This is an optimization exercise on Yosys and OpenROAD, whose aim is small area, not a production implementation. The RTL was checked by simulation tests, not by an equivalence proof against the original design. Power figures rest on the tool's default switching activity, not on a simulated workload.

Setup of v6:
==> flow/design.v (excerpt) <==
module fp_writeback_ctrl #(
  parameter int FPRegWidth   = 43,
  parameter int RegAddrWidth = 5,
  parameter int AddSubLat    = 8,
  parameter int MulLat       = 6,
  parameter int DivLat       = 20,
  parameter int SqrtLat      = 20,
  parameter int WbDepth      = 16
) (
  input  logic                      clock,
  input  logic                      nReset,
  input  logic                      AddSubIssue,
  input  logic                      MulIssue,
  input  logic                      DivIssue,
  input  logic                      SqrtIssue,
  input  logic                      AbsOpp1Issue,
  input  logic                      AbsOpp2Issue,
  input  logic [RegAddrWidth-1:0]   AddSubDst,
  input  logic [RegAddrWidth-1:0]   MulDst,
  input  logic [RegAddrWidth-1:0]   DivDst,
  input  logic [RegAddrWidth-1:0]   SqrtDst,
  input  logic [RegAddrWidth-1:0]   AbsOpp1Dst,
  input  logic [RegAddrWidth-1:0]   AbsOpp2Dst,
  input  logic [FPRegWidth-1:0]     AddSubOut,
  input  logic [FPRegWidth-1:0]     MulOut,
  input  logic [FPRegWidth-1:0]     DivOut,
  input  logic [FPRegWidth-1:0]     SqrtOut,
  input  logic [FPRegWidth-1:0]     AbsOpp1Out,
  input  logic [FPRegWidth-1:0]     AbsOpp2Out,
  output logic                      IssueStall,
  output logic                      RegWrEn,
  output logic [RegAddrWidth-1:0]   RegWrAddr,
  output logic [FPRegWidth-1:0]     RegWrData,
  output logic [2**RegAddrWidth-1:0] Pending,
  output logic                      ProtoErr
);
  ...
Size: roughly 3000 cells after synthesis, about 960 flip-flops, roughly 39000 sq um of cells after synthesis.
==> flow/config.mk <==
export PLATFORM = sky130hd
export DESIGN_NAME = fp_writeback_ctrl
export DESIGN_NICKNAME = fp_writeback_ctrl
export VERILOG_FILES = /design/flow/design.v
export SDC_FILE = /design/flow/constraint.sdc
export NUM_CORES = 4
export LEC_CHECK = 0
export CAP_MARGIN = 10
export CELL_PAD_IN_SITES_DETAIL_PLACEMENT = 1
export CELL_PAD_IN_SITES_GLOBAL_PLACEMENT = 1
export CORE_MARGIN = 2
export CORE_UTILIZATION = 35
export PLACE_DENSITY = 0.5
export SLEW_MARGIN = 10
==> flow/constraint.sdc <==
create_clock -name core_clock -period 6.0 [get_ports {clock}]
set_input_delay 1.2000 -clock core_clock [delete_from_list [all_inputs] [get_ports {clock}]]
set_output_delay 1.2000 -clock core_clock [all_outputs]
set_load 0.01 [all_outputs]
standard.sh (not shown) runs the stock make flow with config.mk's settings and CLKGATE_MAP_FILE= SYNTH_SCRIPT=/design/flow/synth_recipe.tcl, a recipe that flattens the netlist after the stock synthesis.
==> flow/flow/run.sh <==
#!/bin/bash
# ORFS layout of the design with:
#  - synthesis: the standard flow's synthesis script (synth_recipe.tcl, through standard.sh) with an
#    area-oriented ABC script (flow/abc_area.script) in place of ORFS's abc_speed.script;
#    flip-flop mapping and everything else in synthesis is unchanged;
#  - floorplan: no early timing repair (REMOVE_ABC_BUFFERS=1); timing is repaired after CTS;
#  - plain buf_1 cells as the port buffers instead of ORFS's default pick;
#  - CTS without dummy loads, from clkbuf_4 cells, at most 7 flip-flops per leaf buffer.
# Each step's full output is in the ORFS logs under orfs/logs, and make's in flow_*.log here.
set -euo pipefail
here=$PWD
rm -rf "$here/scripts_area"
cp -r "$FLOW_HOME/scripts" "$here/scripts_area"
cp "$here/flow/abc_area.script" "$here/scripts_area/abc_speed.script"
SCRIPTS_DIR="$here/scripts_area" bash standard.sh synth > flow_synth.log 2>&1
export REMOVE_ABC_BUFFERS=1
export BUFFER_PORTS_ARGS="-buffer_cell sky130_fd_sc_hd__buf_1"
export CTS_ARGS="-sink_clustering_enable -repair_clock_nets -dont_use_dummy_load -buf_list sky130_fd_sc_hd__clkbuf_4 -sink_clustering_size 7 -sink_clustering_max_diameter 60"
bash standard.sh finish > flow_make.log 2>&1
==> flow/flow/abc_area.script <==
strash
&get -n
&st
&dch -f
&nf -R 1000
&put
mfs2
strash
&get -n
&dch -f
&nf -R 1000
&put
mfs2
strash
&get -n
&dch -f
&nf -R 1000
&put
The final layout from v6, which completed every stage, passed the timing, DRC and antenna checks at the end of the flow.
#### Input delta (v7 over v6)
Settings: clearing PLACE_DENSITY, which used to be 0.5; swapping 35 for 45 in CORE_UTILIZATION.
## What came out
In the flow results for v7 and v6, the number of stages on the worst setup path is smaller on v7.
Changes observed in v7 relative to v6: routed wire length fell 7.5%, number of top-level pins essentially unchanged, power consumed by sequential cells level.
In the tables for v7 and v6, number of clock buffers in the layout reads lower with v7.
Compared with v6, v7 shows a higher worst path setup slack after routing.
v7 ended up with sky130_fd_sc_hd__nor2_4 as its cell at the slowest stage of the critical path; v6 ended up with sky130_fd_sc_hd__dfrtp_1.
Diff v6 -> v7 | core utilization | increase of 11 points
v6 -> v7: cell area decreased slightly
Global-route wire length before repair ended up about 5.6% lower on v7 than on v6.
Comparing number of buffers added by the clock tree synthesis step for v7 and v6, the bigger number came from v6.
rdRow as the startpoint of the worst setup timing path was reported by v7, and wrBank[4] by v6.

==> afterwards: timing with drivers on the ports <==
No port has a modelled driver above. Below, the same layouts with a new extraction and two added sets of constraints. Step 1: set_driving_cell puts a clkbuf_16 on clock and a buf_2 on each other input, an assumption about the parent block. Step 2 moves the port delays by t, midway between the first and last clock arrival at a register: inputs arrive t later, outputs are due t later. That takes back most of the time a late clock gives input paths. a / b / c = ideal ports / drivers / drivers and shift; a / b = the first two.
| run | t, ns | slack for setup (ns) | worst hold slack (ns) | worst data-port slew with drivers (ns) |
|---|---|---|---|---|
| v6 | 1.110 | 0.140 / 0.069 / 0.265 | 0.287 / 0.270 / 0.287 | 0.12 |
| v7 | 1.109 | 0.153 / 0.081 / 0.260 | 0.282 / 0.252 / 0.282 | 0.19 |
After both steps every run listed still meets setup and hold.
